This design comes from an exercise in tuning for small area on the open sky130 flow, not from production work. Only simulation tests tie the RTL to the original design; equivalence was not proved. Power and IR drop assume default switching activity.

`design.v`:
```
package spq_pkg;
    localparam int CAPACITY   = 16;
    localparam int CNT_W      = $clog2(CAPACITY + 1);
    localparam int DATA_W     = 32;
    localparam int RING_N     = CAPACITY - 1;
    localparam logic       REQ_INSERT = 1'b0;
    localparam logic       REQ_REMOVE = 1'b1;
    localparam logic [1:0] STAT_DONE  = 2'd0;
    localparam logic [1:0] STAT_FULL  = 2'd1;
    localparam logic [1:0] STAT_EMPTY = 2'd2;
    localparam logic [DATA_W-1:0] VAL_MIN = {1'b1, {(DATA_W-1){1'b0}}};
endpackage
import spq_pkg::*;
module spq_ctrl (
    input  logic i_clk,
    input  logic i_rst_n,
    input  logic i_in_valid,
    input  logic i_req_type,
    input  logic i_out_stall,
    output logic o_in_stall,
    input  logic i_full,
    input  logic i_empty,
    input  logic i_slot_free,
    output logic o_acc,
    output logic o_ins_go,
    output logic o_rem_go,
    output logic o_scan,
    output logic o_clear,
    output logic o_out_valid
);
    logic       r_scan;
    logic       r_clear;
    logic [3:0] r_step;
    logic       r_out_valid;
    logic       last;
    logic       ready;
    assign last  = &r_step;
    assign ready = (i_req_type == REQ_REMOVE) || i_full || i_slot_free;
    assign o_in_stall = r_scan || r_clear || (r_out_valid && i_out_stall) || !ready;
    assign o_acc      = i_in_valid && !o_in_stall;
    assign o_ins_go   = o_acc && (i_req_type == REQ_INSERT) && !i_full;
    assign o_rem_go   = o_acc && (i_req_type == REQ_REMOVE) && !i_empty;
    assign o_scan     = r_scan;
    assign o_clear    = r_clear;
    assign o_out_valid = r_out_valid;
    always_ff @(posedge i_clk) begin
        if (!i_rst_n) begin
            r_scan      <= 1'b0;
            r_clear     <= 1'b1;
            r_step      <= '0;
            r_out_valid <= 1'b0;
        end else begin
            if (r_scan || r_clear) begin
                r_step <= r_step + 1'b1;
            end
            if (last) begin
                r_scan  <= 1'b0;
                r_clear <= 1'b0;
            end else if (o_rem_go) begin
                r_scan  <= 1'b1;
            end
            if (o_acc) begin
                r_out_valid <= !o_rem_go;
            end else if (r_scan && last) begin
                r_out_valid <= 1'b1;
            end else if (!i_out_stall) begin
                r_out_valid <= 1'b0;
            end
        end
    end
endmodule
import spq_pkg::*;
module spq_datapath (
    input  logic                        i_clk,
    input  logic                        i_rst_n,
    input  logic                        i_req_type,
    input  logic signed [DATA_W-1:0]    i_value,
    input  logic                        i_acc,
    input  logic                        i_ins_go,
    input  logic                        i_rem_go,
    input  logic                        i_scan,
    input  logic                        i_clear,
    output logic                        o_full,
    output logic                        o_empty,
    output logic                        o_slot_free,
    output logic [1:0]                  o_status,
    output logic signed [DATA_W-1:0]    o_removed_value,
    output logic signed [DATA_W-1:0]    o_head_value,
    output logic                        o_head_valid,
    output logic [4:0]                  o_entry_count,
    output logic                        o_is_full,
    output logic                        o_is_empty
);
    logic [DATA_W*RING_N-1:0]  r_ring;
    logic signed [DATA_W-1:0]  r_head;
    logic [CNT_W-1:0]          r_count;
    logic signed [DATA_W-1:0]  slot;
    logic signed [DATA_W-1:0]  cand;
    logic [DATA_W-1:0]         ring_in;
    logic                      gt;
    logic                      take_min;
    logic                      swap;
    assign slot        = r_ring[DATA_W-1:0];
    assign o_slot_free = (slot == VAL_MIN);
    assign o_full      = r_count[CNT_W-1];
    assign o_empty     = (r_count == '0);
    assign cand     = i_ins_go ? i_value : slot;
    assign gt       = (cand > r_head);
    assign take_min = i_clear || i_rem_go || (i_ins_go && o_empty);
    assign swap     = i_rem_go || (i_ins_go && o_empty) || ((i_scan || i_ins_go) && gt);
    assign ring_in  = take_min ? VAL_MIN : (swap ? r_head : cand);
    always_ff @(posedge i_clk) begin
        r_ring <= {ring_in, r_ring[DATA_W*RING_N-1:DATA_W]};
        if (swap) begin
            r_head <= cand;
        end
        if (i_acc) begin
            o_removed_value <= i_rem_go ? r_head : '0;
            o_status        <= (i_req_type == REQ_INSERT) ? (o_full ? STAT_FULL : STAT_DONE)
                                                          : (o_empty ? STAT_EMPTY : STAT_DONE);
        end
    end
    always_ff @(posedge i_clk) begin
        if (!i_rst_n) begin
            r_count <= '0;
        end else if (i_ins_go) begin
            r_count <= r_count + 1'b1;
        end else if (i_rem_go) begin
            r_count <= r_count - 1'b1;
        end
    end
    assign o_head_valid  = !o_empty;
    assign o_head_value  = o_empty ? '0 : r_head;
    assign o_entry_count = r_count;
    assign o_is_full     = o_full;
    assign o_is_empty    = o_empty;
endmodule
import spq_pkg::*;
module sorted_priority_queue_unit (
    input  logic               i_clk,
    input  logic               i_rst_n,
    input  logic               i_in_valid,
    output logic               o_in_stall,
    input  logic               i_req_type,
    input  logic signed [31:0] i_value,
    output logic               o_out_valid,
    input  logic               i_out_stall,
    output logic [1:0]         o_status,
    output logic signed [31:0] o_removed_value,
    output logic signed [31:0] o_head_value,
    output logic               o_head_valid,
    output logic [4:0]         o_entry_count,
    output logic               o_is_full,
    output logic               o_is_empty
);
    logic full, empty, slot_free;
    logic acc, ins_go, rem_go, scan, clear;
    spq_ctrl u_ctrl (
        .i_clk       (i_clk),
        .i_rst_n     (i_rst_n),
        .i_in_valid  (i_in_valid),
        .i_req_type  (i_req_type),
        .i_out_stall (i_out_stall),
        .o_in_stall  (o_in_stall),
        .i_full      (full),
        .i_empty     (empty),
        .i_slot_free (slot_free),
        .o_acc       (acc),
        .o_ins_go    (ins_go),
        .o_rem_go    (rem_go),
        .o_scan      (scan),
        .o_clear     (clear),
        .o_out_valid (o_out_valid)
    );
    spq_datapath u_datapath (
        .i_clk           (i_clk),
        .i_rst_n         (i_rst_n),
        .i_req_type      (i_req_type),
        .i_value         (i_value),
        .i_acc           (acc),
        .i_ins_go        (ins_go),
        .i_rem_go        (rem_go),
        .i_scan          (scan),
        .i_clear         (clear),
        .o_full          (full),
        .o_empty         (empty),
        .o_slot_free     (slot_free),
        .o_status        (o_status),
        .o_removed_value (o_removed_value),
        .o_head_value    (o_head_value),
        .o_head_valid    (o_head_valid),
        .o_entry_count   (o_entry_count),
        .o_is_full       (o_is_full),
        .o_is_empty      (o_is_empty)
    );
endmodule
```
`run.sh`:
```
#!/bin/bash
# synth_recipe.tcl (not shown) runs the flow's synth.tcl, then flattens the netlist and writes it again
# the make line also repeats each setting of config.mk as NAME=value (left out here)
make -C /OpenROAD-flow-scripts/flow DESIGN_CONFIG=/design/flow/config.mk WORK_HOME=/design/flow/orfs CLKGATE_MAP_FILE= SYNTH_SCRIPT=/design/flow/synth_recipe.tcl finish
```
`config.mk`:
```
export PLATFORM = sky130hd
export DESIGN_NAME = sorted_priority_queue_unit
export DESIGN_NICKNAME = sorted_priority_queue_unit
export VERILOG_FILES = /design/flow/design.v
export SDC_FILE = /design/flow/constraint.sdc
export NUM_CORES = 4
export LEC_CHECK = 0
export CAP_MARGIN = 20
export CORE_MARGIN = 2
export CORE_UTILIZATION = 40
export SLEW_MARGIN = 20
```
`constraint.sdc`:
```
create_clock -name core_clock -period 10.0 [get_ports {i_clk}]
set_input_delay 2.0000 -clock core_clock [delete_from_list [all_inputs] [get_ports {i_clk}]]
set_output_delay 2.0000 -clock core_clock [all_outputs]
set_load 0.01 [all_outputs]
```
==> flow_metrics.tcl, run 1 <==
set metrics [dict create \
    synth_most_common_cell "dfxtp_1" \
    clock_skew_ns 0.0155 \
    ys.flop_type "dfxtp_1" \
    portBuffers 112 \
    finalCriticalPeriod_ns 7.06 \
    die-area_um2 37700 \
    via_per_inst 4.46 \
    antenna_found_initial 0 \
    wl_per_cell_um 16.5 \
    grt_use_met2_pct 21.4 \
    antennaDiodeCount 0 \
    worst_slew_pin_slew_ns 0.875 \
    hp-class "flop to flop" \
    drc 0 \
    r2r_end "u_datapath.r_head[19]$_DFFE_PP_" \
    holdBufCountCts 0 \
    cts.sinks 558 \
    grt_usage_pct 14.2 \
    place.gp.congestion 0.763 \
    clk_root_buffer_cell "clkbuf_16" \
    routed_wl_mm 26.6 \
    place_area_um2 16100 \
    grt_pass1_wl_mm 40.8 \
    max_slew_margin_pct 41.6 \
    rr_worst_depth 14 \
    endpoint "u_datapath.r_head[19]$_DFFE_PP_" \
    start_util_pct 40.7 \
    clk_path_buf_depth 3 \
    num_rows 69 \
    stdcell_area_um2 17700 \
    use_met3_pct 3.55 \
    syn_inst 972 \
    cap_viol_max_count 0 \
    dpl.hpwl_mm 17.4 \
    yosysWarnings 2 \
    postCtsResizedCells 0 \
    crit_type "primary input to flop" \
    postRouteAntennaNets 0 \
    required_ns 10.21 \
    io_pins 113 \
    grt_max_degree 69 \
    clkLatencyLatePin_ns 0.55 \
    r2r_start "u_ctrl.r_scan$_SDFFE_PP0P_" \
    syn-num-nets 1046 \
    critPathCaptureType "flop" \
    max_freq_mhz 142 \
    reg2reg_slack_ns 4.16 \
    power_density_nw_per_um2 234 \
    netlist.area_leader.share_pct 68.1 \
    crit_start "i_out_stall" \
    synthTopCellsByCount "dfxtp_1 (492), nand2_1 (78), edfxtp_1 (66), nor4_1 (38), inv_1 (37)" \
    cts_inserted_buffers 51 \
    final_util_pct 49.9 \
    chipHeight_um 194 \
    busiest_layer "met2" \
    synth_area_leaders "dfxtp_1 (68%), edfxtp_1 (14%), ha_1 (3.1%)" \
    fp.dieW_um 194 \
    synth_top_area_cell "dfxtp_1" \
    outcome "timing/DRC/antenna clean" \
    cts_tree "done" \
    drive_gt1_share_pct 8.16 \
    syn2layout_area_growth_pct 22.6 \
    hold_viol_final 0 \
    setup_viol 0 \
    leakage_nw 7.43 \
    fin_crit_sh_pct 70.6 \
    htreeDepth 2 \
    vdd_drop_max_v 0.000233 \
    synth_edf_count 66 \
    core_um2 35600 \
    drt_iter0_drc 264 \
    grtUsageMet1_pct 20.2 \
    rsz0062_at_grt "no" \
    syn_avg_cell_area_um2 14.9 \
    slew_violations 0 \
    first_pass_iters 4 \
    vias 7202 \
    fin_nets 1188 \
    syn_area_um2 14500 \
    fin_tns_setup_ns 0 \
    fin_ws_ns 2.94 \
    critPathLaunchType "primary input" \
    ys_seq_area_share_pct 81.8 \
    arrival_ns 7.28 \
    grt_pass1_vias 7056 \
    grt_overflow 0 \
    synth_cell_type_count 49 \
    fill_cells 3059 \
    whs_ns 0.319 \
    clkTransAtPathRegs_ns 0.07 \
    path_max_fanout 37 \
    synth_seq_cells 558 \
    post_cts_buffers 0 \
    ys_async_sr_fraction_pct 0 \
    place_ws_ns 2.32 \
]
critical path, cell delays in order:
cell and delay, ns:
clkdlybuf4s50_1 0.40, nand2_1 0.12, nand3_2 0.68, nor3_1 0.35, and2_2 0.74, a21o_1 0.26
ha_1 0.26, a21oi_1 0.16, nand2_1 0.07, a21oi_1 0.17, or4b_2 0.63, a21oi_1 0.30
mux2i_4 0.28, a211o_1 0.38, buf_4 0.41
logic make-up after synthesis:
| logic type | Yosys count | share of synthesized area, % |
|---|---|---|
| adder cells (fa/ha/maj) | 37 | 3.25 |
| buffers and inverters | 68 | 2.07 |
| AO/OA/AOI/OAI | 76 | 3.63 |
| XOR/XNOR | 6 | 0.363 |
| AND/OR/NAND/NOR | 192 | 6.41 |
| multiplexers | 35 | 2.52 |
| flip-flops | 558 | 81.8 |
where the power goes:
| part | switching (mW) | leakage [nW] | internal [mW] | total (mW) |
|---|---|---|---|---|
| combinational | 0.0113 | 2.04 | 0.0146 | 0.0259 |
| sequential | 0.000886 | 4.57 | 2.26 | 2.26 |
| clock | 0.774 | 0.822 | 1.09 | 1.86 |
| total | 0.786 | 7.43 | 3.36 | 4.15 |
per-stage QoR:
stage	std cells	total power, mW
after floorplan	972	2.32
after global placement	1522	2.34
after detailed placement	1522	2.34
after CTS	1613	4.20
after global routing	1613	4.29
final	1613	4.15
worst min path at each step:
stage,from,endpoint,slack (ns),cells after the start
after detailed placement,u_datapath.r_ring[136]$_DFF_P_,u_datapath.r_ring[104]$_DFF_P_,0.31,0
final,u_datapath.r_ring[176]$_DFF_P_,u_datapath.r_ring[144]$_DFF_P_,0.32,0
after floorplan,u_datapath.r_ring[32]$_DFF_P_,u_datapath.r_ring[0]$_DFF_P_,0.31,0
after global routing,u_datapath.r_ring[122]$_DFF_P_,u_datapath.r_ring[90]$_DFF_P_,0.33,0
after global placement,u_datapath.r_ring[272]$_DFF_P_,u_datapath.r_ring[240]$_DFF_P_,0.31,0
after CTS,u_datapath.r_ring[181]$_DFF_P_,u_datapath.r_ring[149]$_DFF_P_,0.32,0
per-layer routing:
metal / vias up / part of all wire [%]
li1: 3536 / -
met1: 3441 / 49
met2: 183 / 43
met3: 42 / 5.7
met4: 0 / 2.2
met5: - / 0
cell usage in the layout (no fill, tap or decap), drive strengths merged, types with 2 or more instances in the layout:
master	count
xnor2	5
a21oi	18
nand4	6
inv	42
nor3	2
buf	6
a211oi	2
clkdlybuf4s50	112
nor2b	5
nand2b	3
dfxtp	492
o211ai	3
nor3b	3
nor4	39
clkinv	9
clkbuf	79
o21ai	7
or3	2
ha	36
nand3	7
mux2i	34
o211a	2
a21boi	2
edfxtp	66
nand2	78
and2	6
a21o	36
nor2	36
final cells by class:
| cell class | instances | area, um2 | area share [%] |
|---|---|---|---|
| multi-input cells | 346 | 2370 | 13.4 |
| repair buffers | 118 | 1170 | 6.57 |
| flip-flops and latches | 558 | 11800 | 66.7 |
| clock buffers | 79 | 1580 | 8.88 |
| inverters | 39 | 146 | 0.825 |
| clock inverters | 12 | 78.8 | 0.444 |
| well taps | 461 | 577 | 3.25 |
sequential cells by signal (all words and copies together), names as in the netlist:
signal / flops
u_ctrl.r_step: 4
u_datapath.o_status: 2
u_datapath.o_removed_value: 32
u_ctrl.r_clear: 1
u_ctrl.r_out_valid: 1
u_ctrl.r_scan: 1
u_datapath.r_ring: 480
u_datapath.r_count: 5
u_datapath.r_head: 32
==> run 2: changes to the inputs <==
--- a/design.v
+++ b/design.v
@@ -105,7 +105,16 @@
     assign o_full      = r_count[CNT_W-1];
     assign o_empty     = (r_count == '0);
     assign cand     = i_ins_go ? i_value : slot;
-    assign gt       = (cand > r_head);
+    always_comb begin
+        gt = 1'b0;
+        for (int b = 0; b < DATA_W; b++) begin
+            if (b == DATA_W - 1) begin
+                gt = (r_head[b] & ~cand[b]) | (~(cand[b] ^ r_head[b]) & gt);
+            end else begin
+                gt = (cand[b] & ~r_head[b]) | (~(cand[b] ^ r_head[b]) & gt);
+            end
+        end
+    end
     assign take_min = i_clear || i_rem_go || (i_ins_go && o_empty);
     assign swap     = i_rem_go || (i_ins_go && o_empty) || ((i_scan || i_ins_go) && gt);
     assign ring_in  = take_min ? VAL_MIN : (swap ? r_head : cand);
@@ -114,8 +123,8 @@
         if (swap) begin
             r_head <= cand;
         end
+        o_removed_value <= (r_head & {DATA_W{i_rem_go}}) | (o_removed_value & {DATA_W{!i_acc}});
         if (i_acc) begin
-            o_removed_value <= i_rem_go ? r_head : '0;
             o_status        <= (i_req_type == REQ_INSERT) ? (o_full ? STAT_FULL : STAT_DONE)
                                                           : (o_empty ? STAT_EMPTY : STAT_DONE);
         end
==> flow/run.sh (new file) <==
#!/bin/bash
# Standard ORFS layout with two changes: port buffers use the smallest
# buffer cell, and clock tree synthesis uses larger sink clusters without
# dummy loads. Each tool's output is in the ORFS logs under orfs/logs; make's
# own output is in flow_make.log.
set -euo pipefail
export BUFFER_PORTS_ARGS="-buffer_cell sky130_fd_sc_hd__buf_1"
export CTS_ARGS="-sink_clustering_enable -repair_clock_nets -dont_use_dummy_load -buf_list sky130_fd_sc_hd__clkbuf_8 -sink_clustering_size 20 -sink_clustering_max_diameter 60"
bash standard.sh finish > flow_make.log 2>&1
mkdir -p logs_copy
cp -r orfs/logs/. logs_copy/ 2>/dev/null || true
==> standard.sh (new file) <==
#!/bin/bash
# synth_recipe.tcl (not shown) runs the flow's synth.tcl, then flattens the netlist and writes it again
# the make line also repeats each setting of config.mk as NAME=value (left out here)
make -C /OpenROAD-flow-scripts/flow DESIGN_CONFIG=/design/flow/config.mk WORK_HOME=/design/flow/orfs CLKGATE_MAP_FILE= SYNTH_SCRIPT=/design/flow/synth_recipe.tcl "${@:-finish}"
removed: run.sh
==> run 2 against run 1 <==
Die area shrank 2.1%. Wire length shrank 5.1%. Area after synthesis shrank 2.2%. Sequential cell count is the same. Synthesized cell count shrank 1.7%. Critical path depth shrank 1. Power shrank 23%. Utilization shrank 5.0 points. Critical path type unchanged. Critical endpoint is now u_datapath.r_head[16]$_DFFE_PP_. Largest cell class unchanged.
==> flow_metrics.tcl, run 2 <==
set metrics [dict create \
    outcome "timing/DRC/antenna clean" \
    drc 0 \
    rsz0062_at_grt "no" \
    start_util_pct 40.8 \
    die-area_um2 36900 \
    synth_seq_cells 558 \
    fill_cells 3181 \
    largest_reg_flops 480 \
    first_pass_iters 4 \
    top_register "u_datapath.r_ring" \
    setup_viol 0 \
    hp-class "flop to flop" \
    critPathLaunchType "primary input" \
    max_freq_mhz 169 \
    portBuffers 112 \
    syn-num-nets 1028 \
    clock_skew_ns 0.0594 \
    synth_most_common_cell "dfxtp_1" \
    path_max_fanout 32 \
    clkLatencyLatePin_ns 0.57 \
    leakage_nw 6.44 \
    fp.dieW_um 192 \
    cp_num_buf_inv 3 \
    grt_pass1_wl_mm 37.6 \
    finalCriticalPeriod_ns 5.91 \
    holdBufCountCts 0 \
    syn_area_um2 14200 \
    top_regs "u_datapath.r_ring: 480 flops, u_datapath.o_removed_value: 32 flops, u_datapath.r_head: 32 flops" \
    num_rows 68 \
    vias 6937 \
    io_pins 113 \
    synth_area_leaders "dfxtp_1 (74%), edfxtp_1 (7.2%), ha_1 (3.1%)" \
    grt_overflow 0 \
    antennaDiodeCount 0 \
    stdcell_area_um2 15600 \
    antenna_found_initial 0 \
    place.gp.congestion 0.774 \
    whs_ns 0.257 \
    power_mw 3.19 \
    ys.flop_type "dfxtp_1" \
    required_ns 10.24 \
    max_stage_delay_ns 0.62 \
    final_cell_mix "dfxtp_1 (524), buf_1 (112), nand2_1 (73), nor2_1 (39), a21o_1 (38)" \
    clk_root_buffer_cell "clkbuf_8" \
    cts_inserted_buffers 36 \
    place_ws_ns 3.50 \
    dpl.hpwl_mm 17.4 \
    fin_crit_sh_pct 59.1 \
    cts_tree "done" \
    ys_async_sr_fraction_pct 0 \
    drive_gt1_share_pct 4.60 \
    fin_ws_ns 4.09 \
    htreeDepth 2 \
    drt_iter0_drc 287 \
    vdd_drop_max_v 0.000147 \
    critPathSlowestCell "a2111oi_0" \
    path_cells "buf_1 -> a211oi_1 -> nand3_1 -> nor3_4 -> buf_4 -> a21o_1 -> ha_1 -> a21o_1 -> a2111oi_0 -> o211ai_1 -> a211oi_2 -> a311oi_4 -> a211o_1 -> buf_4" \
    arrival_ns 6.15 \
    core_um2 34700 \
    worst_slew_pin_slew_ns 0.642 \
    fin_tns_setup_ns 0 \
    hold_viol_final 0 \
    syn2layout_area_growth_pct 10.2 \
    grt_pass1_vias 6691 \
    netlist.area_leader.share_pct 74.1 \
    syn_avg_cell_area_um2 14.8 \
    synth_cell_type_count 47 \
    synth_top_area_cell "dfxtp_1" \
    wl_per_cell_um 16.4 \
    routed_wl_mm 25.3 \
    postRouteAntennaNets 0 \
    synth_edf_count 34 \
    yosysWarnings 2 \
    via_per_inst 4.50 \
    postCtsResizedCells 0 \
    clkTransAtPathRegs_ns 0.11 \
    chipHeight_um 192 \
    critPathCaptureType "flop" \
    synthTopCellsByCount "dfxtp_1 (524), nand2_1 (73), nor2_1 (40), a21o_1 (38), inv_1 (36)" \
    post_cts_buffers 0 \
    crit_type "primary input to flop" \
    max_slew_margin_pct 56.1 \
    seqCellArea_um2 11500 \
    cts.sinks 558 \
    slew_violations 0 \
    syn_inst 955 \
    cpLargestDelayFamily "compound AO/OA/AOI/OAI gates" \
    power_density_nw_per_um2 205 \
    fin_nets 1161 \
    place_area_um2 15100 \
    grt_max_degree 65 \
    grt_usage_pct 13.6 \
    multi_input_area_um2 2400 \
    cap_viol_max_count 0 \
    ys_seq_area_share_pct 81.3 \
    clk_path_buf_depth 3 \
    layout_commonest_cell "dfxtp_1" \
]
[run 2: layout make-up]
class	instances	share of cell area [%]
sequential	558	73.8
clock buffer	36	3.18
inverter	38	0.915
tap	455	3.65
timing repair buffer	119	3.03
multi-input combinational	335	15.4
[run 2: per-stage QoR]
stage                     util (%)  instances
after detailed placement      43.5       1505
after global placement        43.5       1505
after floorplan                  -        955
after CTS                     44.9       1541
after global routing          44.9       1541
final                         44.9       1541
[run 2: worst paths after layout]
check,depth (start not counted),slack [ns],to,start
setup / recovery,14,4.09,u_datapath.r_head[16]$_DFFE_PP_,i_out_stall
hold / removal,0,0.26,u_datapath.r_ring[187]$_DFF_P_,u_datapath.r_ring[219]$_DFF_P_
setup reg to reg,13,4.75,u_datapath.r_head[16]$_DFFE_PP_,u_datapath.r_ring[10]$_DFF_P_
hold reg to reg,0,0.26,u_datapath.r_ring[187]$_DFF_P_,u_datapath.r_ring[219]$_DFF_P_
[run 2: layer usage]
layer | share of wire, % | GRT usage [%] | vias to the layer above
li1 | - | - | 3409
met1 | 49 | 19.2 | 3340
met2 | 44 | 21.5 | 144
met3 | 4.8 | 2.47 | 44
met4 | 2.2 | 3.90 | 0
met5 | 0 | 0 | -
[run 2: logic make-up (layout without fill, tap and decap cells)]
family | after synthesis | in the layout | share of synthesized area [%]
xor gates and xnor gates | 4 | 4 | 0.248
DFF | 558 | 558 | 81.3
adders and majority gates | 36 | 36 | 3.24
AOI/OAI and AO/OA | 112 | 112 | 6.33
buffers and inverters | 62 | 193 | 1.87
muxes | 33 | 33 | 2.34
and+or+nand+nor | 150 | 150 | 4.66
[run 2: report_power, final]
group	internal, mW	total (mW)	switching [mW]
combinational	0.00491	0.0136	0.00864
sequential	2.24	2.24	0.00119
clock	0.327	0.934	0.607
total	2.57	3.19	0.617
==> run 3: changes to the inputs <==
--- a/design.v
+++ b/design.v
@@ -8,7 +8,7 @@
     localparam logic [1:0] STAT_DONE  = 2'd0;
     localparam logic [1:0] STAT_FULL  = 2'd1;
     localparam logic [1:0] STAT_EMPTY = 2'd2;
-    localparam logic [DATA_W-1:0] VAL_MIN = {1'b1, {(DATA_W-1){1'b0}}};
+    localparam logic [DATA_W-1:0] VAL_MIN = '0;
 endpackage
 import spq_pkg::*;
 module spq_ctrl (
@@ -92,10 +92,12 @@
     output logic                        o_is_empty
 );
     logic [DATA_W*RING_N-1:0]  r_ring;
-    logic signed [DATA_W-1:0]  r_head;
+    logic [DATA_W-1:0]         r_head;
     logic [CNT_W-1:0]          r_count;
-    logic signed [DATA_W-1:0]  slot;
-    logic signed [DATA_W-1:0]  cand;
+    logic [DATA_W-1:0]         slot;
+    logic [DATA_W-1:0]         in_ob;
+    logic [DATA_W-1:0]         head_val;
+    logic [DATA_W-1:0]         cand;
     logic [DATA_W-1:0]         ring_in;
     logic                      gt;
     logic                      take_min;
@@ -104,26 +106,19 @@
     assign o_slot_free = (slot == VAL_MIN);
     assign o_full      = r_count[CNT_W-1];
     assign o_empty     = (r_count == '0);
-    assign cand     = i_ins_go ? i_value : slot;
-    always_comb begin
-        gt = 1'b0;
-        for (int b = 0; b < DATA_W; b++) begin
-            if (b == DATA_W - 1) begin
-                gt = (r_head[b] & ~cand[b]) | (~(cand[b] ^ r_head[b]) & gt);
-            end else begin
-                gt = (cand[b] & ~r_head[b]) | (~(cand[b] ^ r_head[b]) & gt);
-            end
-        end
-    end
+    assign in_ob    = {~i_value[DATA_W-1], i_value[DATA_W-2:0]};
+    assign head_val = {~r_head[DATA_W-1], r_head[DATA_W-2:0]};
+    assign cand     = slot | (in_ob & {DATA_W{i_ins_go}});
+    assign gt       = (cand > r_head);
     assign take_min = i_clear || i_rem_go || (i_ins_go && o_empty);
-    assign swap     = i_rem_go || (i_ins_go && o_empty) || ((i_scan || i_ins_go) && gt);
+    assign swap     = i_clear || i_rem_go || (i_ins_go && o_empty) || ((i_scan || i_ins_go) && gt);
     assign ring_in  = take_min ? VAL_MIN : (swap ? r_head : cand);
     always_ff @(posedge i_clk) begin
         r_ring <= {ring_in, r_ring[DATA_W*RING_N-1:DATA_W]};
         if (swap) begin
             r_head <= cand;
         end
-        o_removed_value <= (r_head & {DATA_W{i_rem_go}}) | (o_removed_value & {DATA_W{!i_acc}});
+        o_removed_value <= (head_val & {DATA_W{i_rem_go}}) | (o_removed_value & {DATA_W{!i_acc}});
         if (i_acc) begin
             o_status        <= (i_req_type == REQ_INSERT) ? (o_full ? STAT_FULL : STAT_DONE)
                                                           : (o_empty ? STAT_EMPTY : STAT_DONE);
@@ -139,7 +134,7 @@
         end
     end
     assign o_head_valid  = !o_empty;
-    assign o_head_value  = o_empty ? '0 : r_head;
+    assign o_head_value  = {head_val[DATA_W-1] & !o_empty, head_val[DATA_W-2:0]};
     assign o_entry_count = r_count;
     assign o_is_full     = o_full;
     assign o_is_empty    = o_empty;
==> flow/run.sh (replaced) <==
#!/bin/bash
# Layout flow: the standard synthesis, then the combinational cells
# between the registers are re-mapped for area with ABC (registers, their
# names and cell types are kept as the standard synthesis made them), then
# the standard ORFS layout with two changes: port buffers use the smallest
# buffer cell, and clock tree synthesis uses sink clusters without dummy loads.
# Logs: 1_standard_synth.log, 2_remap_yosys.log, 3_standard_finish.log here,
# and each ORFS step's log under orfs/logs.
set -euo pipefail
export BUFFER_PORTS_ARGS="-buffer_cell sky130_fd_sc_hd__buf_1"
export CTS_ARGS="-sink_clustering_enable -repair_clock_nets -dont_use_dummy_load -buf_list sky130_fd_sc_hd__clkbuf_16 -sink_clustering_size 35 -sink_clustering_max_diameter 50"
LIB=$FLOW_HOME/platforms/$FLOW_PLATFORM/lib/sky130_fd_sc_hd__tt_025C_1v80.lib
RES=orfs/results/$FLOW_PLATFORM/sorted_priority_queue_unit/base

bash standard.sh synth > 1_standard_synth.log 2>&1
cp $RES/1_2_yosys.v 1_2_yosys_standard.v

DU=""
for c in sky130_fd_sc_hd__probe_p_8 sky130_fd_sc_hd__probec_p_8 sky130_fd_sc_hd__lpflow_bleeder_1 sky130_fd_sc_hd__lpflow_clkbufkapwr_1 sky130_fd_sc_hd__lpflow_clkbufkapwr_16 sky130_fd_sc_hd__lpflow_clkbufkapwr_2 sky130_fd_sc_hd__lpflow_clkbufkapwr_4 sky130_fd_sc_hd__lpflow_clkbufkapwr_8 sky130_fd_sc_hd__lpflow_clkinvkapwr_1 sky130_fd_sc_hd__lpflow_clkinvkapwr_16 sky130_fd_sc_hd__lpflow_clkinvkapwr_2 sky130_fd_sc_hd__lpflow_clkinvkapwr_4 sky130_fd_sc_hd__lpflow_clkinvkapwr_8 sky130_fd_sc_hd__lpflow_decapkapwr_12 sky130_fd_sc_hd__lpflow_decapkapwr_3 sky130_fd_sc_hd__lpflow_decapkapwr_4 sky130_fd_sc_hd__lpflow_decapkapwr_6 sky130_fd_sc_hd__lpflow_decapkapwr_8 sky130_fd_sc_hd__lpflow_inputiso0n_1 sky130_fd_sc_hd__lpflow_inputiso0p_1 sky130_fd_sc_hd__lpflow_inputiso1n_1 sky130_fd_sc_hd__lpflow_inputiso1p_1 sky130_fd_sc_hd__lpflow_inputisolatch_1 sky130_fd_sc_hd__lpflow_isobufsrc_1 sky130_fd_sc_hd__lpflow_isobufsrc_16 sky130_fd_sc_hd__lpflow_isobufsrc_2 sky130_fd_sc_hd__lpflow_isobufsrc_4 sky130_fd_sc_hd__lpflow_isobufsrc_8 sky130_fd_sc_hd__lpflow_isobufsrckapwr_16 sky130_fd_sc_hd__lpflow_lsbuf_lh_hl_isowell_tap_1 sky130_fd_sc_hd__lpflow_lsbuf_lh_hl_isowell_tap_2 sky130_fd_sc_hd__lpflow_lsbuf_lh_hl_isowell_tap_4 sky130_fd_sc_hd__lpflow_lsbuf_lh_isowell_4 sky130_fd_sc_hd__lpflow_lsbuf_lh_isowell_tap_1 sky130_fd_sc_hd__lpflow_lsbuf_lh_isowell_tap_2 sky130_fd_sc_hd__lpflow_lsbuf_lh_isowell_tap_4 sky130_fd_sc_hd__fill_1 sky130_fd_sc_hd__fill_2 sky130_fd_sc_hd__fill_4 sky130_fd_sc_hd__fill_8 sky130_fd_sc_hd__conb_1 sky130_fd_sc_hd__conb_1 sky130_fd_sc_hd__buf_4 sky130_fd_sc_hd__buf_1 ; do DU="$DU -dont_use $c"; done
sed "s#@LIB@#$LIB#g; s#@DU@#$DU#; s#@IN@#1_2_yosys_standard.v#; s#@OUT@#1_2_yosys_remap.v#" flow/remap.ys.in > remap.ys
yosys -s remap.ys > 2_remap_yosys.log 2>&1
cp 1_2_yosys_remap.v $RES/1_2_yosys.v
rm -f $RES/1_synth.odb $RES/1_synth.sdc

bash standard.sh finish > 3_standard_finish.log 2>&1
==> flow/area.abc (new file) <==
strash
&get -n
&deepsyn -J 150 -T 60
&dch -f
&nf -p -R 1000
&put
==> flow/remap.ys.in (new file) <==
# re-map the combinational cells of the standard synthesis for area;
# sequential cells and tie cells stay as they are
read_liberty -ignore_miss_func @LIB@
blackbox sky130_fd_sc_hd__*df* sky130_fd_sc_hd__*dl* sky130_fd_sc_hd__conb_1
read_verilog @IN@
hierarchy -check -top sorted_priority_queue_unit
flatten
opt -purge
stat -liberty @LIB@
abc -liberty @LIB@ @DU@ -script flow/area.abc
setundef -zero
splitnets
opt_clean -purge
hilomap -singleton -hicell sky130_fd_sc_hd__conb_1 HI -locell sky130_fd_sc_hd__conb_1 LO
insbuf -buf sky130_fd_sc_hd__buf_4 A X
opt_clean -purge
stat -liberty @LIB@
check
write_verilog -noattr -noexpr -nohex -nodec @OUT@
==> run 3 against run 2 <==
Cell count fell by 6.9%. Clock skew fell by 0.0024 ns. Hold slack improved by 0.028 ns. Wire length fell by 16%. Non-clock buffer count fell by 3. Clock-buffer cell count fell by 1. Global-route usage fell by 1.7 points. Setup slack got worse by 1.9 ns.
==> flow_metrics.tcl, run 3 <==
set metrics [dict create \
    grt_max_degree 65 \
    cts.sinks 558 \
    drt_iter0_drc 292 \
    vias 6206 \
    cap_viol_max_count 0 \
    layout_commonest_cell "dfxtp_1" \
    top_register "u_datapath.r_ring" \
    whs_ns 0.285 \
    cts_inserted_buffers 35 \
    fin_nets 1026 \
    num_rows 67 \
    worstHoldStart "u_datapath.r_ring[409]$_DFF_P_" \
    rr_worst_depth 32 \
    drc 0 \
    syn_inst 904 \
    leakage_nw 5.70 \
    io_pins 113 \
    rsz0062_at_grt "no" \
    drive_gt1_share_pct 4.26 \
    max_freq_mhz 128 \
    arrival_ns 7.94 \
    fp.dieW_um 188 \
    syn2layout_area_growth_pct 10.3 \
    clk_path_buf_depth 3 \
    antennaDiodeCount 0 \
    core_um2 33400 \
    largest_reg_flops 480 \
    r2r_start "u_datapath.r_ring[22]$_DFF_P_" \
    required_ns 10.13 \
    die-area_um2 35300 \
    clk_root_buffer_cell "clkbuf_16" \
    outcome "timing/DRC/antenna clean" \
    syn_avg_cell_area_um2 15.0 \
    portBuffers 112 \
    clock_skew_ns 0.0570 \
    via_per_inst 4.32 \
    critPathCaptureType "flop" \
    grt_pass1_wl_mm 32.4 \
    crit_type "primary input to flop" \
    final_cell_mix "dfxtp_1 (524), buf_1 (112), a21oi_1 (46), nand2_1 (44), o21ai_0 (44)" \
    routed_wl_mm 21.2 \
    grt_pass1_vias 5865 \
    worst_slew_pin_slew_ns 0.966 \
    power_density_nw_per_um2 235 \
    grt_overflow 0 \
    syn_area_um2 13500 \
    critPathSlowestCell "nand2b_2" \
    hold_viol_final 0 \
    fin_tns_setup_ns 0 \
    antenna_found_initial 0 \
    dpl.hpwl_mm 14.0 \
    place_area_um2 14100 \
    postCtsResizedCells 0 \
    wl_per_cell_um 14.7 \
    min_delay_path_depth 0 \
    stdcell_area_um2 14900 \
    clkTransAtPathRegs_ns 0.09 \
    post_cts_buffers 0 \
    yosysWarnings 2 \
    grt_usage_pct 11.9 \
    path_max_fanout 64 \
    setup_viol 0 \
    place.gp.congestion 0.755 \
    htreeDepth 2 \
    postRouteAntennaNets 0 \
    syn-num-nets 941 \
    holdBufCountCts 0 \
    fin_ws_ns 2.19 \
    chipHeight_um 188 \
    top_regs "u_datapath.r_ring: 480 flops, u_datapath.o_removed_value: 32 flops, u_datapath.r_head: 32 flops" \
    slew_violations 0 \
    start_util_pct 40.5 \
    vdd_drop_max_v 0.000102 \
    critPathLaunchType "primary input" \
    max_stage_delay_ns 0.63 \
    cts_tree "done" \
    reg2reg_slack_ns 2.49 \
    hp-class "flop to flop" \
    fin_crit_sh_pct 78.1 \
    first_pass_iters 4 \
    finalCriticalPeriod_ns 7.81 \
    clkLatencyLatePin_ns 0.53 \
    power_mw 3.51 \
    hold_path_end "u_datapath.r_ring[377]$_DFF_P_" \
    max_slew_margin_pct 35.5 \
    place_ws_ns 1.56 \
    r2r_end "u_datapath.r_head[4]$_DFFE_PP_" \
]
## run 3: per-stage QoR
| step | utilization, % | std cells |
|---|---|---|
| final | 44.6 | 1435 |
| after global routing | 44.6 | 1435 |
| after CTS | 44.6 | 1435 |
| after detailed placement | 42.0 | 1400 |
| after global placement | 42.0 | 1400 |
| after floorplan | - | 904 |
## run 3: final cells by class
class                   count  area, um2
multi-input cells         241       1390
inverters                  37        139
fillers                  2991      18500
repair buffers            116        450
flip-flops and latches    558      11500
well taps                 448        561
clock buffers              35        876
## run 3: report_power, final
group / switching, mW / internal, mW / leakage (nW)
registers: 0.000761 / 2.24 / 4.63
logic: 0.00726 / 0.00442 / 0.635
clock network: 0.638 / 0.622 / 0.431
total: 0.646 / 2.87 / 5.70
## run 3: worst max-delay path by stage
| stage | startpoint | to | depth (start not counted) |
|---|---|---|---|
| global placement | i_out_stall | u_datapath.r_head[12]$_DFFE_PP_ | 31 |
| finish | i_out_stall | u_datapath.r_head[4]$_DFFE_PP_ | 31 |
| floorplan | i_out_stall | u_datapath.r_head[0]$_DFFE_PP_ | 28 |
| CTS | i_out_stall | u_datapath.r_head[13]$_DFFE_PP_ | 31 |
| detailed placement | i_out_stall | u_datapath.r_head[4]$_DFFE_PP_ | 31 |
| global route | i_out_stall | u_datapath.r_ring[470]$_SDFF_PP0_ | 32 |
## run 3: critical path, delay by kind of cell
family / cells / cell delay [ns]
AO/OA/AOI/OAI: 22 / 3.56
AND/OR/NAND/NOR: 6 / 1.33
buffers and inverters: 3 / 0.99
## run 3: per-layer routing
layer / global-route usage [%] / part of all wire [%] / wire [um] / up-vias
met5: 0 / 0 / 0 / -
met4: 4.18 / 2.9 / 613 / 0
met3: 3.35 / 5.8 / 1220 / 50
met2: 18.5 / 44 / 9270 / 123
met1: 16.0 / 48 / 10000 / 2932
li1: - / - / - / 3101
==> run 4: changes to the inputs <==
--- a/flow/run.sh
+++ b/flow/run.sh
@@ -8,7 +8,7 @@
 # and each ORFS step's log under orfs/logs.
 set -euo pipefail
 export BUFFER_PORTS_ARGS="-buffer_cell sky130_fd_sc_hd__buf_1"
-export CTS_ARGS="-sink_clustering_enable -repair_clock_nets -dont_use_dummy_load -buf_list sky130_fd_sc_hd__clkbuf_16 -sink_clustering_size 35 -sink_clustering_max_diameter 50"
+export CTS_ARGS="-sink_clustering_enable -repair_clock_nets -dont_use_dummy_load -buf_list sky130_fd_sc_hd__clkbuf_8 -sink_clustering_size 20 -sink_clustering_max_diameter 60"
 LIB=$FLOW_HOME/platforms/$FLOW_PLATFORM/lib/sky130_fd_sc_hd__tt_025C_1v80.lib
 RES=orfs/results/$FLOW_PLATFORM/sorted_priority_queue_unit/base
 
==> run 4 against run 3 <==
Critical path depth stayed put. Critical path type unchanged. Setup slack worse by 0.031 ns. Sequential share of layout area is 2.2 points higher. Largest cell class unchanged. Highest routed layer unchanged. Sequential power hardly changed. Die area stayed put. Non-clock buffer count stayed put. Clock power is 28% lower. Fmax is 0.40% lower. Utilization is 1.2 points lower. Global-route usage is 0.052 points higher.
==> flow_metrics.tcl, run 4 <==
set metrics [dict create \
    outcome "timing/DRC/antenna clean" \
    max_stage_delay_ns 0.63 \
    cts_inserted_buffers 34 \
    fin_nets 1025 \
    vias 6171 \
    critPathSlowestCell "nand2b_2" \
    yosysWarnings 2 \
    final_cell_mix "dfxtp_1 (524), buf_1 (112), a21oi_1 (46), nand2_1 (44), o21ai_0 (44)" \
    finalNonFillerCells 1434 \
    grt_overflow 0 \
    hold_viol_final 0 \
    crit_type "primary input to flop" \
    cpLargestDelayFamily "compound AO/OA/AOI/OAI gates" \
    final_util_pct 43.4 \
    worst_slew_pin_slew_ns 0.955 \
    slew_violations 0 \
    power_mw 3.16 \
    fin_crit_sh_pct 78.4 \
    grt_pass1_vias 5859 \
    power_switching_mw 0.609 \
    antenna_found_initial 0 \
    fin_tns_setup_ns 0 \
    place_area_um2 14100 \
    cap_viol_max_count 0 \
    seqPwrFrac_pct 70.9 \
    whs_ns 0.295 \
    largest_reg_flops 480 \
    clkLatencyLatePin_ns 0.57 \
    rsz0062_at_grt "no" \
    die-area_um2 35300 \
    syn2layout_area_growth_pct 7.26 \
    chipHeight_um 188 \
    postCtsResizedCells 0 \
    fin_ws_ns 2.16 \
    hp-class "flop to flop" \
    placed_cells 1400 \
    power.internal_mw 2.55 \
    clk_path_buf_depth 3 \
    power_density_nw_per_um2 218 \
    routed_wl_mm 21.2 \
    required_ns 10.17 \
    swShare_pct 19.2 \
    dpl.hpwl_mm 14.0 \
    place.gp.congestion 0.755 \
    top_regs "u_datapath.r_ring: 480 flops, u_datapath.o_removed_value: 32 flops, u_datapath.r_head: 32 flops" \
    fp.dieW_um 188 \
    cp_num_buf_inv 3 \
    num_rows 67 \
    via_per_inst 4.30 \
    clkTransAtPathRegs_ns 0.11 \
    arrival_ns 8.01 \
    grt_max_degree 65 \
    start_util_pct 40.5 \
    clk_root_buffer_cell "clkbuf_8" \
    max_freq_mhz 128 \
    grt_pass1_wl_mm 32.5 \
    core_um2 33400 \
    vdd_drop_max_v 0.000108 \
    layout_commonest_cell "dfxtp_1" \
    critPathCaptureType "flop" \
    first_pass_iters 5 \
    setup_viol 0 \
    portBuffers 112 \
    syn_avg_cell_area_um2 15.0 \
    cts_tree "done" \
    cts.sinks 558 \
    syn_area_um2 13500 \
    max_slew_margin_pct 36.2 \
    htreeDepth 2 \
    finalCriticalPeriod_ns 7.84 \
    drc 0 \
    post_cts_buffers 0 \
    place_ws_ns 1.56 \
    io_pins 113 \
    top_register "u_datapath.r_ring" \
    drive_gt1_share_pct 4.16 \
    syn-num-nets 941 \
    grt_usage_pct 12.0 \
    syn_inst 904 \
    pwr-share-clk_pct 28.8 \
    p_comb_share_pct 0.4 \
    leakage_nw 5.51 \
    drt_iter0_drc 307 \
    critPathLaunchType "primary input" \
    antennaDiodeCount 0 \
    path_max_fanout 64 \
    clock_skew_ns 0.0721 \
    holdBufCountCts 0 \
    postRouteAntennaNets 0 \
    stdcell_area_um2 14500 \
    wl_per_cell_um 14.8 \
]
run 4: cell types whose count changed in the layout (fill, tap and decap cells not counted), sizes merged:
cell | previous run | this run
clkbuf | 35 | 34
run 4: path summary, 6_finish.rpt:
path	startpoint	to	slack, ns	cells past startpoint
hold reg to reg	u_datapath.r_ring[291]$_DFF_P_	u_datapath.r_ring[259]$_DFF_P_	0.29	0
hold / removal	u_datapath.r_ring[291]$_DFF_P_	u_datapath.r_ring[259]$_DFF_P_	0.29	0
setup / recovery	i_out_stall	u_datapath.r_head[4]$_DFFE_PP_	2.16	31
setup reg to reg	u_datapath.r_ring[6]$_DFF_P_	u_datapath.r_head[4]$_DFFE_PP_	2.48	32
run 4: cell type report:
type	count	area (um2)
fillers	3046	18900
inverters	37	139
multi-input cells	241	1390
well taps	448	561
repair buffers	116	450
flip-flops and latches	558	11500
clock buffers	34	468
run 4: metal layers:
layer | GRT usage, % | up-vias | share of wire (%)
met5 | 0 | - | 0
met4 | 4.18 | 0 | 2.8
met3 | 3.24 | 46 | 6.1
met2 | 18.4 | 128 | 43
met1 | 16.3 | 2913 | 48
li1 | - | 3084 | -
run 4: power by group through the flow:
| stage | clock [mW] | combinational [mW] | sequential [mW] |
|---|---|---|---|
| floorplan | 0 | 0.00234 | 2.29 |
| global placement | 0 | 0.0120 | 2.29 |
| detailed placement | 0 | 0.0121 | 2.29 |
| CTS | 0.949 | 0.0121 | 2.24 |
| global route | 1.03 | 0.0127 | 2.24 |
| finish | 0.910 | 0.0116 | 2.24 |
==> run 5: changes to the inputs <==
--- a/design.v
+++ b/design.v
@@ -56,11 +56,11 @@
             if (last) begin
                 r_scan  <= 1'b0;
                 r_clear <= 1'b0;
-            end else if (o_rem_go) begin
+            end else if (o_ins_go || o_rem_go) begin
                 r_scan  <= 1'b1;
             end
             if (o_acc) begin
-                r_out_valid <= !o_rem_go;
+                r_out_valid <= !(o_ins_go || o_rem_go);
             end else if (r_scan && last) begin
                 r_out_valid <= 1'b1;
             end else if (!i_out_stall) begin
@@ -91,32 +91,35 @@
     output logic                        o_is_full,
     output logic                        o_is_empty
 );
-    logic [DATA_W*RING_N-1:0]  r_ring;
+    logic [DATA_W*RING_N-1:0]  r_ring_n;
     logic [DATA_W-1:0]         r_head;
     logic [CNT_W-1:0]          r_count;
     logic [DATA_W-1:0]         slot;
     logic [DATA_W-1:0]         in_ob;
     logic [DATA_W-1:0]         head_val;
-    logic [DATA_W-1:0]         cand;
     logic [DATA_W-1:0]         ring_in;
     logic                      gt;
     logic                      take_min;
     logic                      swap;
-    assign slot        = r_ring[DATA_W-1:0];
+    logic                      sel_head;
+    logic                      sel_slot;
+    assign slot        = ~r_ring_n[DATA_W-1:0];
     assign o_slot_free = (slot == VAL_MIN);
     assign o_full      = r_count[CNT_W-1];
     assign o_empty     = (r_count == '0);
     assign in_ob    = {~i_value[DATA_W-1], i_value[DATA_W-2:0]};
     assign head_val = {~r_head[DATA_W-1], r_head[DATA_W-2:0]};
-    assign cand     = slot | (in_ob & {DATA_W{i_ins_go}});
-    assign gt       = (cand > r_head);
-    assign take_min = i_clear || i_rem_go || (i_ins_go && o_empty);
-    assign swap     = i_clear || i_rem_go || (i_ins_go && o_empty) || ((i_scan || i_ins_go) && gt);
-    assign ring_in  = take_min ? VAL_MIN : (swap ? r_head : cand);
+    assign gt       = (slot > r_head);
+    assign take_min = i_clear || i_rem_go;
+    assign swap     = i_clear || i_rem_go || (i_scan && gt);
+    assign sel_head = i_scan && gt;
+    assign sel_slot = !sel_head && !take_min;
+    assign ring_in  = (r_head & {DATA_W{sel_head}}) | (slot & {DATA_W{sel_slot}})
+                    | (in_ob & {DATA_W{i_ins_go}});
     always_ff @(posedge i_clk) begin
-        r_ring <= {ring_in, r_ring[DATA_W*RING_N-1:DATA_W]};
+        r_ring_n <= {~ring_in, r_ring_n[DATA_W*RING_N-1:DATA_W]};
         if (swap) begin
-            r_head <= cand;
+            r_head <= slot;
         end
         o_removed_value <= (head_val & {DATA_W{i_rem_go}}) | (o_removed_value & {DATA_W{!i_acc}});
         if (i_acc) begin
==> run 5 against run 4 <==
Cell area about the same. Clock-buffer cell count rose by 1. Synthesized cell count fell by 3.4%. Sequential power barely moved. Utilization is 0.075 points higher. Setup slack better by 2.5 ns. Die area down 0.32%. Wire length grew 7.7%. Fmax grew 48%. Critical path depth stayed put. Cell count shrank 2.0%. Non-clock buffer count increased by 1. Critical path type is now flop to flop. Largest power group unchanged.
==> flow_metrics.tcl, run 5 <==
set metrics [dict create \
    cts_inserted_buffers 35 \
    syn_area_um2 13500 \
    final_util_pct 43.5 \
    multi_input_area_um2 1350 \
    io_pins 113 \
    first_pass_iters 4 \
    worst_slew_pin_slew_ns 1.11 \
    postCtsResizedCells 0 \
    drc 0 \
    max_stage_delay_ns 0.65 \
    path_max_fanout 46 \
    finalNonFillerCells 1405 \
    yosysWarnings 2 \
    via_per_inst 4.45 \
    syn2layout_area_growth_pct 7.53 \
    critPathCaptureType "flop" \
    hold_viol_final 0 \
    top_regs "u_datapath.r_ring_n: 480 flops, u_datapath.o_removed_value: 32 flops, u_datapath.r_head: 32 flops" \
    largest_reg_flops 480 \
    syn_inst 873 \
    fin_tns_setup_ns 0 \
    grt_pass1_vias 5936 \
    crit_type "flop to flop" \
    fp.dieW_um 188 \
    fin_nets 996 \
    whs_ns 0.297 \
    outcome "timing/DRC/antenna clean" \
    critPathSlowestCell "or3_2" \
    finalCriticalPeriod_ns 5.29 \
    antenna_found_initial 0 \
    power_density_nw_per_um2 219 \
    max_freq_mhz 189 \
    layout_commonest_cell "dfxtp_1" \
    dpl.hpwl_mm 15.1 \
    cap_viol_max_count 0 \
    fill_cells 3059 \
    clk_root_buffer_cell "clkbuf_8" \
    fin_crit_sh_pct 52.9 \
    place.gp.congestion 0.752 \
    clkTransAtPathRegs_ns 0.11 \
    cpMostUsedCell "a21oi_1" \
    syn-num-nets 910 \
    chipHeight_um 188 \
    grt_usage_pct 12.8 \
    htreeDepth 2 \
    vias 6254 \
    arrival_ns 5.69 \
    leakage_nw 5.54 \
    final_cell_mix "dfxtp_1 (524), buf_1 (112), nor2_1 (42), clkinv_1 (39), a221oi_1 (36)" \
    grt_pass1_wl_mm 34.6 \
    syn_avg_cell_area_um2 15.5 \
    routed_wl_mm 22.8 \
    required_ns 10.40 \
    grt_overflow 0 \
    die-area_um2 35200 \
    critPathLaunchType "flop" \
    portBuffers 112 \
    num_rows 67 \
    clk_path_buf_depth 3 \
    setup_viol 0 \
    hp-class "flop to flop" \
    antennaDiodeCount 0 \
    wl_per_cell_um 16.2 \
    placed_cells 1370 \
    holdBufCountCts 0 \
    start_util_pct 40.4 \
    grt_max_degree 47 \
    clkLatencyLatePin_ns 0.55 \
    post_cts_buffers 0 \
    vdd_drop_max_v 0.0000973 \
    slew_violations 0 \
    cts.sinks 558 \
    clock_skew_ns 0.0374 \
    max_slew_margin_pct 26.1 \
    top_register "u_datapath.r_ring_n" \
    drt_iter0_drc 322 \
    cts_tree "done" \
    seqCellArea_um2 11500 \
    drive_gt1_share_pct 4.60 \
    core_um2 33400 \
    postRouteAntennaNets 0 \
    rsz0062_at_grt "no" \
]
[run 5: final timing paths]
path	startpoint	endpoint	cells past startpoint	slack (ns)
setup / recovery	u_datapath.r_head[1]$_DFFE_PP_	u_datapath.r_ring_n[478]$_DFF_P_	31	4.71
hold reg to reg	u_datapath.r_ring_n[103]$_DFF_P_	u_datapath.r_ring_n[71]$_DFF_P_	0	0.30
hold / removal	u_datapath.r_ring_n[103]$_DFF_P_	u_datapath.r_ring_n[71]$_DFF_P_	0	0.30
setup reg to reg	u_datapath.r_head[1]$_DFFE_PP_	u_datapath.r_ring_n[478]$_DFF_P_	31	4.71
[run 5: power by group]
| group | internal, mW | switching (mW) | total, mW |
|---|---|---|---|
| logic | 0.00432 | 0.00714 | 0.0115 |
| registers | 2.24 | 0.000768 | 2.24 |
| clock network | 0.318 | 0.603 | 0.921 |
| total | 2.56 | 0.611 | 3.17 |
[run 5: layout make-up]
class,instances,share of cell area [%]
tap,448,3.86
multi-input combinational,208,9.32
clock buffer,35,3.32
timing repair buffer,117,3.16
sequential,558,79.3
inverter,39,1.01
[run 5: layer usage]
metal / global-route usage, % / part of all wire [%] / up-vias
met1: 18.3 / 49 / 3045
met2: 19.6 / 44 / 144
met5: 0 / 0 / -
met3: 2.58 / 4.7 / 43
li1: - / - / 3022
met4: 4.27 / 2.6 / 0
[run 5: critical path: cells and delay by family (launching register included)]
family | cells | cell delay, ns
compound gates | 26 | 3.12
buf+inv | 1 | 0.39
flops | 1 | 0.43
simple gates | 4 | 1.15
[run 5: stage by stage]
stage / area (um2) / power, mW / setup slack (ns)
floorplan: 13500 / 2.29 / 3.30
global placement: 14000 / 2.30 / 4.87
detailed placement: 14000 / 2.30 / 4.76
CTS: 14500 / 3.21 / 4.69
global route: 14500 / 3.29 / 4.10
finish: 14500 / 3.17 / 4.71
==> run 6: changes to the inputs <==
--- a/flow/run.sh
+++ b/flow/run.sh
@@ -8,7 +8,7 @@
 # and each ORFS step's log under orfs/logs.
 set -euo pipefail
 export BUFFER_PORTS_ARGS="-buffer_cell sky130_fd_sc_hd__buf_1"
-export CTS_ARGS="-sink_clustering_enable -repair_clock_nets -dont_use_dummy_load -buf_list sky130_fd_sc_hd__clkbuf_8 -sink_clustering_size 20 -sink_clustering_max_diameter 60"
+export CTS_ARGS="-sink_clustering_enable -repair_clock_nets -dont_use_dummy_load -buf_list sky130_fd_sc_hd__clkbuf_8 -sink_clustering_size 22 -sink_clustering_max_diameter 60"
 LIB=$FLOW_HOME/platforms/$FLOW_PLATFORM/lib/sky130_fd_sc_hd__tt_025C_1v80.lib
 RES=orfs/results/$FLOW_PLATFORM/sorted_priority_queue_unit/base
 
--- a/config.mk
+++ b/config.mk
@@ -8,4 +8,5 @@
 export CAP_MARGIN = 20
 export CORE_MARGIN = 2
 export CORE_UTILIZATION = 40
+export PLACE_DENSITY = 0.8
 export SLEW_MARGIN = 20
==> run 6 against run 5 <==
Synthesized cell count is the same. Non-clock buffer count rose by 1. Hold slack worse by 0.040 ns. Sequential power is essentially flat. Fmax decreased by 2.2%. First-iteration DRC count up 11%. Clock skew is 0.049 ns higher. Power rose by 0.11%. Clock power about the same. Global-route usage up 0.16 points. Setup slack lost 0.12 ns. Die area stayed put. Critical path type unchanged.
==> flow_metrics.tcl, run 6 <==
set metrics [dict create \
    cts_tree "done" \
    syn2layout_area_growth_pct 7.58 \
    largest_reg_flops 480 \
    slew_violations 0 \
    num_rows 67 \
    top_register "u_datapath.r_ring_n" \
    place.gp.congestion 0.813 \
    drive_gt1_share_pct 4.70 \
    crit_start "u_datapath.r_head[1]$_DFFE_PP_" \
    final_cell_mix "dfxtp_1 (524), buf_1 (112), nor2_1 (42), clkinv_1 (39), a221oi_1 (36)" \
    r2r_end "u_datapath.r_ring_n[453]$_DFF_P_" \
    power_density_nw_per_um2 219 \
    cap_viol_max_count 0 \
    finalCriticalPeriod_ns 5.41 \
    post_cts_buffers 0 \
    reg2reg_slack_ns 4.59 \
    worst_slew_pin_slew_ns 0.831 \
    syn_inst 873 \
    rr_worst_depth 31 \
    vdd_drop_max_v 0.000130 \
    antennaDiodeCount 0 \
    syn-num-nets 910 \
    critPathCaptureType "flop" \
    endpoint "u_datapath.r_ring_n[453]$_DFF_P_" \
    clk_path_buf_depth 3 \
    final_util_pct 43.5 \
    vias 6354 \
    fin_ws_ns 4.59 \
    clkTransAtPathRegs_ns 0.13 \
    critPathLaunchType "flop" \
    max_freq_mhz 185 \
    layout_commonest_cell "dfxtp_1" \
    grt_pass1_vias 6165 \
    arrival_ns 5.77 \
    wl_per_cell_um 16.5 \
    postRouteAntennaNets 0 \
    rsz0062_at_grt "no" \
    max_stage_delay_ns 0.44 \
    cpMostUsedCell "a21oi_1" \
    clock_skew_ns 0.0866 \
    path_max_fanout 64 \
    top_regs "u_datapath.r_ring_n: 480 flops, u_datapath.o_removed_value: 32 flops, u_datapath.r_head: 32 flops" \
    max_slew_margin_pct 44.6 \
    whs_ns 0.256 \
    outcome "timing/DRC/antenna clean" \
    place_area_um2 14000 \
    r2r_start "u_datapath.r_head[1]$_DFFE_PP_" \
    cts_inserted_buffers 35 \
    grt_usage_pct 13.0 \
    first_pass_iters 5 \
    via_per_inst 4.52 \
    setup_viol 0 \
    portBuffers 112 \
    postCtsResizedCells 0 \
    io_pins 113 \
    cts.sinks 558 \
    syn_avg_cell_area_um2 15.5 \
    required_ns 10.36 \
    antenna_found_initial 0 \
    clkLatencyLatePin_ns 0.57 \
    chipHeight_um 188 \
    routed_wl_mm 23.2 \
    htreeDepth 2 \
    fin_crit_sh_pct 54.1 \
    leakage_nw 5.55 \
    drc 0 \
    fp.dieW_um 188 \
    critPathSlowestCell "edfxtp_1" \
    place_ws_ns 4.88 \
    syn_area_um2 13500 \
    fin_tns_setup_ns 0 \
    stdcell_area_um2 14500 \
    grt_max_degree 65 \
    crit_type "flop to flop" \
    clk_root_buffer_cell "clkbuf_8" \
    hold_viol_final 0 \
    grt_pass1_wl_mm 35.1 \
    dpl.hpwl_mm 15.3 \
    fin_nets 997 \
    yosysWarnings 2 \
    start_util_pct 40.4 \
    holdBufCountCts 0 \
    die-area_um2 35200 \
    core_um2 33400 \
    grt_overflow 0 \
    hp-class "flop to flop" \
    drt_iter0_drc 357 \
]
[run 6: cell types whose count changed in the layout (fill, tap and decap cells not counted), sizes merged]
cell and delta:
buf +1
[run 6: where the power goes]
part           switching [mW]  internal, mW
combinational         0.00675       0.00433
clock                   0.606         0.318
sequential           0.000866          2.24
[run 6: worst min-delay path by stage]
stage / start / endpoint / slack, ns / cells past startpoint
floorplan: u_datapath.r_ring_n[32]$_DFF_P_ / u_datapath.r_ring_n[0]$_DFF_P_ / 0.31 / 0
global placement: u_datapath.r_ring_n[356]$_DFF_P_ / u_datapath.r_ring_n[324]$_DFF_P_ / 0.31 / 0
detailed placement: u_datapath.r_ring_n[133]$_DFF_P_ / u_datapath.r_ring_n[101]$_DFF_P_ / 0.31 / 0
CTS: u_datapath.r_ring_n[346]$_DFF_P_ / u_datapath.r_ring_n[314]$_DFF_P_ / 0.25 / 0
global route: u_datapath.r_ring_n[346]$_DFF_P_ / u_datapath.r_ring_n[314]$_DFF_P_ / 0.26 / 0
finish: u_datapath.r_ring_n[127]$_DFF_P_ / u_datapath.r_ring_n[95]$_DFF_P_ / 0.26 / 0
[run 6: layer usage]
| layer | vias up | part of all wire [%] | global-route usage [%] | routed length, um |
|---|---|---|---|---|
| met3 | 51 | 6.4 | 2.71 | 1480 |
| li1 | 3029 | - | - | - |
| met2 | 227 | 44 | 20.4 | 10300 |
| met4 | 0 | 2.5 | 4.12 | 585 |
| met5 | - | 0 | 0 | 0 |
| met1 | 3047 | 47 | 18.1 | 10800 |
[run 6: cell type report]
class / count / area (um2)
Sequential cell: 558 / 11500
Tap cell: 448 / 561
Clock buffer: 35 / 482
Fill cell: 2980 / 18800
Inverter: 39 / 146
Multi-Input combinational cell: 208 / 1350
Timing Repair Buffer: 118 / 465
[run 6: stage by stage]
| step | instances | power (mW) |
|---|---|---|
| after global placement | 1371 | 2.30 |
| after global routing | 1406 | 3.28 |
| after CTS | 1406 | 3.20 |
| after detailed placement | 1371 | 2.30 |
| final | 1406 | 3.18 |
| after floorplan | 873 | 2.29 |
[run 6: critical path: cells and delay by family, from the launching register on]
| family | cells | cell delay (ns) |
|---|---|---|
| AND/OR/NAND/NOR | 4 | 0.93 |
| flip-flops | 1 | 0.44 |
| AO/OA/AOI/OAI | 26 | 3.40 |
| buffers and inverters | 1 | 0.34 |
==> run 7: changes to the inputs <==
--- a/flow/run.sh
+++ b/flow/run.sh
@@ -8,7 +8,7 @@
 # and each ORFS step's log under orfs/logs.
 set -euo pipefail
 export BUFFER_PORTS_ARGS="-buffer_cell sky130_fd_sc_hd__buf_1"
-export CTS_ARGS="-sink_clustering_enable -repair_clock_nets -dont_use_dummy_load -buf_list sky130_fd_sc_hd__clkbuf_8 -sink_clustering_size 22 -sink_clustering_max_diameter 60"
+export CTS_ARGS="-sink_clustering_enable -repair_clock_nets -dont_use_dummy_load -buf_list sky130_fd_sc_hd__clkbuf_8 -sink_clustering_size 20 -sink_clustering_max_diameter 80"
 LIB=$FLOW_HOME/platforms/$FLOW_PLATFORM/lib/sky130_fd_sc_hd__tt_025C_1v80.lib
 RES=orfs/results/$FLOW_PLATFORM/sorted_priority_queue_unit/base
 
--- a/config.mk
+++ b/config.mk
@@ -8,5 +8,4 @@
 export CAP_MARGIN = 20
 export CORE_MARGIN = 2
 export CORE_UTILIZATION = 40
-export PLACE_DENSITY = 0.8
 export SLEW_MARGIN = 20
==> run 7 against run 6 <==
Largest cell class unchanged. Clock-buffer cell count is 4 lower. Area after synthesis unchanged. Largest power group unchanged. Hold slack improved by 0.069 ns. Power decreased by 1.6%. Critical path type unchanged. Utilization shrank 0.19 points. Fmax up 1.8%. Global-route usage down 0.18 points. Setup slack improved by 0.095 ns. Synthesized cell count did not move. Die area did not move. Cell count fell by 0.36%. Sequential share of layout area grew 0.34 points.
==> flow_metrics.tcl, run 7 <==
set metrics [dict create \
    outcome "timing/DRC/antenna clean" \
    top_register "u_datapath.r_ring_n" \
    power_mw 3.13 \
    top_regs "u_datapath.r_ring_n: 480 flops, u_datapath.o_removed_value: 32 flops, u_datapath.r_head: 32 flops" \
    pwr-share-clk_pct 27.9 \
    grt_usage_pct 12.8 \
    fp.dieW_um 188 \
    clkLatencyLatePin_ns 0.61 \
    postCtsResizedCells 0 \
    wl_met1_mm 11.2 \
    portBuffers 112 \
    power.internal_mw 2.52 \
    grt_pass1_vias 5882 \
    critPathLaunchType "flop" \
    finalCriticalPeriod_ns 5.31 \
    leakage_nw 5.51 \
    routed_wl_mm 22.8 \
    p_comb_share_pct 0.4 \
    critPathSlowestCell "or3_2" \
    drc 0 \
    seqPwrFrac_pct 71.7 \
    finalNonFillerCells 1401 \
    cts_tree "done" \
    via_per_inst 4.45 \
    grt_pass1_wl_mm 34.8 \
    die-area_um2 35200 \
    post_cts_buffers 0 \
    arrival_ns 5.77 \
    drive_gt1_share_pct 4.20 \
    max_freq_mhz 188 \
    cts.sinks 558 \
    antenna_found_initial 0 \
    syn_inst 873 \
    required_ns 10.46 \
    worst_slew_pin_slew_ns 1.09 \
    layout_commonest_cell "dfxtp_1" \
    syn_area_um2 13500 \
    clk_root_buffer_cell "clkbuf_8" \
    critPathCaptureType "flop" \
    place_area_um2 14000 \
    vias 6236 \
    vdd_drop_max_v 0.000123 \
    num_rows 67 \
    met2_length_mm 10.0 \
    cap_viol_max_count 0 \
    cpMostUsedCell "a21oi_1" \
    swShare_pct 19.2 \
    first_pass_iters 4 \
    max_stage_delay_ns 0.65 \
    start_util_pct 40.4 \
    drt_iter0_drc 334 \
    yosysWarnings 2 \
    antennaDiodeCount 0 \
    syn_avg_cell_area_um2 15.5 \
    largest_reg_flops 480 \
    stdcell_area_um2 14500 \
    hp-class "flop to flop" \
    power_switching_mw 0.602 \
    rsz0062_at_grt "no" \
    wl_met3_um 972 \
    clkTransAtPathRegs_ns 0.11 \
    top_layer_used "met4" \
    core_um2 33400 \
    grt_max_degree 47 \
    final_cell_mix "dfxtp_1 (524), buf_1 (112), nor2_1 (42), clkinv_1 (39), a221oi_1 (36)" \
    max_slew_margin_pct 27.1 \
    cts_inserted_buffers 31 \
    wl_per_cell_um 16.2 \
    power_density_nw_per_um2 216 \
    holdBufCountCts 0 \
    dpl.hpwl_mm 15.1 \
    crit_type "flop to flop" \
    placed_cells 1370 \
    fin_nets 992 \
    clk_path_buf_depth 3 \
    setup_viol 0 \
    slew_violations 0 \
    hold_viol_final 0 \
    chipHeight_um 188 \
    fin_tns_setup_ns 0 \
    syn-num-nets 910 \
    clock_skew_ns 0.0242 \
    grt_overflow 0 \
    syn2layout_area_growth_pct 7.12 \
    place.gp.congestion 0.752 \
    path_max_fanout 46 \
    postRouteAntennaNets 0 \
    htreeDepth 1 \
    fin_crit_sh_pct 53.1 \
    io_pins 113 \
]
run 7: final cells by class:
| cell class | instances | area (um2) |
|---|---|---|
| Timing Repair Buffer | 117 | 458 |
| Inverter | 39 | 146 |
| Multi-Input combinational cell | 208 | 1350 |
| Sequential cell | 558 | 11500 |
| Tap cell | 448 | 561 |
| Clock buffer | 31 | 427 |
| Fill cell | 3073 | 18900 |
run 7: path summary, 6_finish.rpt:
path	start	to	slack, ns	cells after the start
worst max-delay path	u_datapath.r_ring_n[1]$_DFF_P_	u_datapath.r_ring_n[466]$_DFF_P_	4.69	31
worst min-delay path	u_datapath.r_ring_n[135]$_DFF_P_	u_datapath.r_ring_n[103]$_DFF_P_	0.33	0
worst min register to register	u_datapath.r_ring_n[135]$_DFF_P_	u_datapath.r_ring_n[103]$_DFF_P_	0.33	0
worst max register to register	u_datapath.r_ring_n[1]$_DFF_P_	u_datapath.r_ring_n[466]$_DFF_P_	4.69	31
run 7: routing by layer:
layer	vias to the layer above	GRT usage [%]
met5	-	0
met4	0	3.73
met3	42	2.40
met2	136	19.6
met1	3043	18.6
li1	3015	-
run 7: through the flow:
stage | setup slack, ns | utilization [%] | hold WS [ns]
after CTS | 4.66 | 43.3 | 0.325
after global placement | 4.87 | 42.0 | 0.310
final | 4.69 | 43.3 | 0.325
after detailed placement | 4.76 | 42.0 | 0.312
after global routing | 4.10 | 43.3 | 0.320
after floorplan | 3.30 | - | 0.310
run 7: critical path: cells and delay by family, from the launching register on:
kind | cells | cell delay [ns]
compound gates | 26 | 3.12
simple gates | 4 | 1.16
flops | 1 | 0.43
buf+inv | 1 | 0.39
run 7: power groups by stage:
stage | Sequential (mW) | Clock (mW) | Combinational [mW]
after floorplan | 2.29 | 0 | 0.00215
after global routing | 2.24 | 0.994 | 0.0127
after detailed placement | 2.29 | 0 | 0.0117
after global placement | 2.29 | 0 | 0.0117
final | 2.24 | 0.873 | 0.0114
after CTS | 2.24 | 0.911 | 0.0117

## re-timing with driven ports
The results above use ideal ports. As a check the final layouts listed here were re-extracted and re-timed, cells and wires unchanged. Step 1: set_driving_cell puts a clkbuf_16 on i_clk and a buf_2 on each other input, an assumption about the parent block. Step 2 also shifts input and output timing later by t, the mid clock arrival at the registers, as if the neighbouring blocks saw the same clock. a / b / c = ideal ports / drivers / drivers and shift; a / b = the first two.
run	t (ns)	setup slack, ns	latest minus earliest clock arrival (ns)
run 1	0.597	2.937 / 2.966 / 2.368	0.017 / 0.017
run 2	0.578	4.092 / 4.110 / 3.532	0.067 / 0.067
run 3	0.550	2.193 / 2.221 / 1.670	0.057 / 0.057
run 4	0.581	2.161 / 2.185 / 1.604	0.072 / 0.072
run 5	0.575	4.711 / 4.711 / 4.711	0.038 / 0.038
run 6	0.573	4.593 / 4.593 / 4.593	0.087 / 0.087
run 7	0.645	4.688 / 4.688 / 4.688	0.026 / 0.027
After both steps setup and hold are still met in every run listed. For run 1, which loses most, drivers alone change the setup slack by +0.029 ns; drivers and shift together by -0.569 ns.
